Context: an optimization exercise on an open-source flow, tuned for small area, a short achievable clock period and few clock cycles. The choices shown serve that exercise and are no tape-out recipe. The RTL was checked by simulation tests, not by an equivalence proof against the original design. Power and IR drop assume default switching activity.

// nice_core_top
module nice_core_top (
   input  logic                  nice_clk,
   input  logic                  nice_rst_n,
   output logic                  nice_active,
   output logic                  nice_mem_holdup,
   input  logic                  nice_req_valid,
   output logic                  nice_req_ready,
   input  logic [32-1:0] nice_req_inst,
   input  logic [32-1:0] nice_req_rs1,
   input  logic [32-1:0] nice_req_rs2,
   output logic                  nice_rsp_valid,
   input  logic                  nice_rsp_ready,
   output logic [32-1:0] nice_rsp_rdat,
   output logic                  nice_rsp_err,
   output logic                  nice_icb_cmd_valid,
   input  logic                  nice_icb_cmd_ready,
   output logic [32-1:0] nice_icb_cmd_addr,
   output logic                  nice_icb_cmd_read,
   output logic [32-1:0] nice_icb_cmd_wdata,
   input  logic                  nice_icb_rsp_valid,
   output logic                  nice_icb_rsp_ready,
   input  logic [32-1:0] nice_icb_rsp_rdata,
   input  logic                  nice_icb_rsp_err
);
Size: about 1100 flip-flops, ~46000 sq um of cells after synthesis.
Settings: LEC_CHECK=0, CAP_MARGIN=20, CORE_MARGIN=2, CORE_UTILIZATION=40, CTS_CLUSTER_DIAMETER=100, CTS_CLUSTER_SIZE=20, SETUP_SLACK_MARGIN=4.4, SLEW_MARGIN=20; clock period 8.0 ns.
standard.sh (not shown) runs the stock make flow with config.mk's settings and CLKGATE_MAP_FILE= SYNTH_SCRIPT=/design/flow/synth_recipe.tcl, a recipe that flattens the netlist after the stock synthesis.
==> flow/flow/run.sh <==
#!/bin/bash
# The standard layout, except that the port buffers are buf_2 cells instead of
# the flow's default choice. Synthesis is the standard one, unchanged.
set -euo pipefail
bash standard.sh synth > synth.log 2>&1
bash standard.sh finish 'BUFFER_PORTS_ARGS=-buffer_cell sky130_fd_sc_hd__buf_2' > layout.log 2>&1
The starting point produced a clean layout.
Testbench counts at the start, summed over its fixed seeds: cycles 4,928.
Then changed:
--- a/flow/config.mk
+++ b/flow/config.mk
@@ -10 +10 @@
-export CORE_UTILIZATION = 40
+export CORE_UTILIZATION = 50
The new run completed without violations; total power falls by about 0.7%; critical path depth rises by 11; global-route usage rises by 4.8 points; sequential power barely changes; setup slack gets worse by 0.022 ns.
Then changed:
==> flow/run.sh (new file) <==
#!/bin/bash
# synth_recipe.tcl (not shown) runs the flow's synth.tcl, then flattens the netlist and writes it again
# the make line also repeats each setting of config.mk as NAME=value (left out here)
make -C /OpenROAD-flow-scripts/flow DESIGN_CONFIG=/design/flow/config.mk WORK_HOME=/design/flow/orfs CLKGATE_MAP_FILE= SYNTH_SCRIPT=/design/flow/synth_recipe.tcl finish
--- a/flow/config.mk
+++ b/flow/config.mk
@@ -10 +10 @@
-export CORE_UTILIZATION = 50
+export CORE_UTILIZATION = 55
removed: flow/flow/run.sh
removed: flow/standard.sh
Outcome:
- total power is about the same
- cell count shrinks by 0.88%
- routed wire length went up by 2.7%
- worst setup slack is worse by 0.0092 ns
- count of clock-buffer cells in the layout goes down by 5


Setup of build 35:
Another version of the RTL of nice_core_top (not shown whole).
Size in the first run: roughly 240 I/O pins, ~44000 µm² of cells after synthesis.
make LEC_CHECK=0 CAP_MARGIN=20 CORE_MARGIN=2 CORE_UTILIZATION=40 SETUP_SLACK_MARGIN=4.2 SLEW_MARGIN=20 finish   # period 8.0 ns
run.sh (not shown) runs the stock make flow with config.mk's settings and CLKGATE_MAP_FILE= SYNTH_SCRIPT=/design/flow/synth_recipe.tcl, a recipe that flattens the netlist after the stock synthesis.
Stock flow here: none of the scripts above is used.
Testbench counts of build 35, summed over its fixed seeds: cycles 4,928.
diff inputs: build 35 => build 59
# build 35
export LEC_CHECK = 0
export CAP_MARGIN = 20
export CORE_MARGIN = 2
export CORE_UTILIZATION = 40
export SETUP_SLACK_MARGIN = 4.2
export SLEW_MARGIN = 20
create_clock -name core_clock -period 8.0 [get_ports {nice_clk}]
# build 59
export LEC_CHECK = 0
export CAP_MARGIN = 20
export CORE_MARGIN = 2
export CORE_UTILIZATION = 40
export CTS_CLUSTER_DIAMETER = 100
export CTS_CLUSTER_SIZE = 20
export SETUP_SLACK_MARGIN = 4.2
export SLEW_MARGIN = 20
create_clock -name core_clock -period 8.0 [get_ports {nice_clk}]
### Flow results
Changes observed in build 59 relative to build 35: global-route wire length before repair lower, number of buffers added by the clock tree synthesis step now smaller, area taken by multi-input logic gates has decreased.
Build 59 ends up with higher sequential group share of total power than build 35 does.
Power density over the cells: build 59 vs build 35 down 13%
Delta (build 59 minus build 35): hold slack went up by 0.023 ns; number of antenna violations at the first check in global routing shows an increase of 1.
The following lists how build 31 was set up differently from build 59:
# build 59
export LEC_CHECK = 0
export CAP_MARGIN = 20
export CORE_MARGIN = 2
export CORE_UTILIZATION = 40
export CTS_CLUSTER_DIAMETER = 100
export CTS_CLUSTER_SIZE = 20
export SETUP_SLACK_MARGIN = 4.2
export SLEW_MARGIN = 20
create_clock -name core_clock -period 8.0 [get_ports {nice_clk}]
# build 31
export LEC_CHECK = 0
export ABC_AREA = 1
export CAP_MARGIN = 20
export CORE_MARGIN = 2
export CORE_UTILIZATION = 40
export SETUP_SLACK_MARGIN = 4.2
export SLEW_MARGIN = 20
create_clock -name core_clock -period 8.0 [get_ports {nice_clk}]
Results
Relative to build 59, portion of the layout cell area used by clock cells increased by 3.0 points in build 31.
| core outline area | build 31 vs build 59 | worse |
Of the two values seen for endpoint of the most critical setup path, nice_icb_cmd_wdata[13] was produced by build 59 and nice_icb_cmd_wdata[22] by build 31.
Build 31 vs build 59: area of combinational cells with multiple inputs down in build 31
Relative to build 59, synthesized cell count increased by 908 in build 31.
## Diff of input files: build 75 against build 31
# build 31
export LEC_CHECK = 0
export ABC_AREA = 1
export CAP_MARGIN = 20
export CORE_MARGIN = 2
export CORE_UTILIZATION = 40
export SETUP_SLACK_MARGIN = 4.2
export SLEW_MARGIN = 20
create_clock -name core_clock -period 8.0 [get_ports {nice_clk}]
# build 75
export LEC_CHECK = 0
export CAP_MARGIN = 20
export CORE_MARGIN = 2
export CORE_UTILIZATION = 55
export CTS_BUF_LIST = sky130_fd_sc_hd__clkbuf_4 sky130_fd_sc_hd__clkbuf_8
export CTS_CLUSTER_SIZE = 25
export SETUP_SLACK_MARGIN = 4.2
export SLEW_MARGIN = 20
create_clock -name core_clock -period 8.0 [get_ports {nice_clk}]
Findings:
Build 75: maximum level of the CTS H-tree 1 above build 31. Compared build 75 vs build 31, and maximum net fanout on the critical path is up in build 75. Comparing build 75 against build 31, there is no change at all in number of cells on the worst hold path. ~same post-layout instance area in build 31 and build 75. Wire length the detailed router placed on met1, build 31 and build 75: lower on build 75. Build 75 vs build 31 on data arrival at the endpoint of the critical path: build 75 is the higher one. Diff build 31 -> build 75: part of the cycle the worst path needs saw an increase, worst-case setup margin in the final layout down 0.051 ns.


Setup of oak:
nice_core_top again, from the RTL that the note above started with.
Settings: LEC_CHECK=0, CAP_MARGIN=20, CORE_MARGIN=2, CORE_UTILIZATION=40, CTS_BUF_LIST=sky130_fd_sc_hd__clkbuf_4 sky130_fd_sc_hd__clkbuf_8, CTS_CLUSTER_SIZE=25, SETUP_SLACK_MARGIN=4.2, SLEW_MARGIN=20; clock period 8.0 ns.
oak finished end to end and its layout was clean on timing, DRC and antenna.
Testbench counts of oak, summed over its fixed seeds: cycles 4,928.
Here is what was changed in the inputs of pine compared with oak.
- swapping 25 for 24 in CTS_CLUSTER_SIZE
- clearing CTS_BUF_LIST, which used to be sky130_fd_sc_hd__clkbuf_4 sky130_fd_sc_hd__clkbuf_8
- putting CTS_CLUSTER_DIAMETER at 150 where nothing was set
Findings:
- Cell area improves in pine relative to oak.
- Clock share of power was lower in the run labelled pine.
- Comparing fraction of layout instances using a drive strength above 1 for pine and oak, the bigger number came from oak.
- Against oak, number of clock buffer instances in the layout in pine fell by more than half.
- Summary — power, pine relative to oak: lower, by 22%.
- Going from oak to pine, maximum fanout encountered on the critical timing path grows by 1.

## afterwards: timing with drivers on the ports
The results above use ideal ports. As a check the final layouts listed here were re-extracted and re-timed, cells and wires unchanged. Step 1 sets driving cells, clkbuf_16 on the clock port and buf_2 on the other inputs (assumed; they add their load-dependent delay and slew). Step 2, shift: input delay + t, output delay - t, t = (earliest + latest rising clock arrival at the registers) / 2. This alone moves slack from input paths to output paths. a / b / c = ideal / step 1 / step 2; a / b = the first two.
| run | t, ns | setup WS [ns] | worst setup path at the end | clock arrival spread, ns | worst register clock-pin slew, ns |
|---|---|---|---|---|---|
| the first run of note 1 | 0.720 | 4.349 / 4.312 / 3.973 | input to register | 0.044 / 0.043 | 0.09 / 0.09 |
| the second run of note 1 | 0.707 | 4.327 / 4.277 / 4.024 | input to register | 0.036 / 0.036 | 0.09 / 0.09 |
| the third run of note 1 | 0.698 | 4.317 / 4.288 / 3.817 | input to register | 0.031 / 0.031 | 0.10 / 0.10 |
| build 35 | 0.766 | 4.083 / 4.014 / 3.746 | input to register | 0.044 / 0.043 | 0.07 / 0.07 |
| build 59 | 0.723 | 4.136 / 4.068 / 3.808 | input to register | 0.035 / 0.034 | 0.09 / 0.09 |
| build 31 | 0.770 | 4.052 / 3.986 / 3.740 | input to register | 0.064 / 0.063 | 0.07 / 0.07 |
| build 75 | 0.898 | 4.001 / 3.933 / 3.740 | input to register | 0.072 / 0.072 | 0.08 / 0.08 |
| oak | 0.897 | 4.010 / 3.943 / 3.583 | input to register | 0.048 / 0.049 | 0.08 / 0.08 |
| pine | 0.736 | 4.089 / 4.047 / 3.776 | input to register | 0.058 / 0.058 | 0.12 / 0.12 |
After both steps setup and hold are still met in every run listed. For the third run of note 1, which loses most, drivers alone change the setup slack by -0.029 ns; drivers and shift together by -0.500 ns.
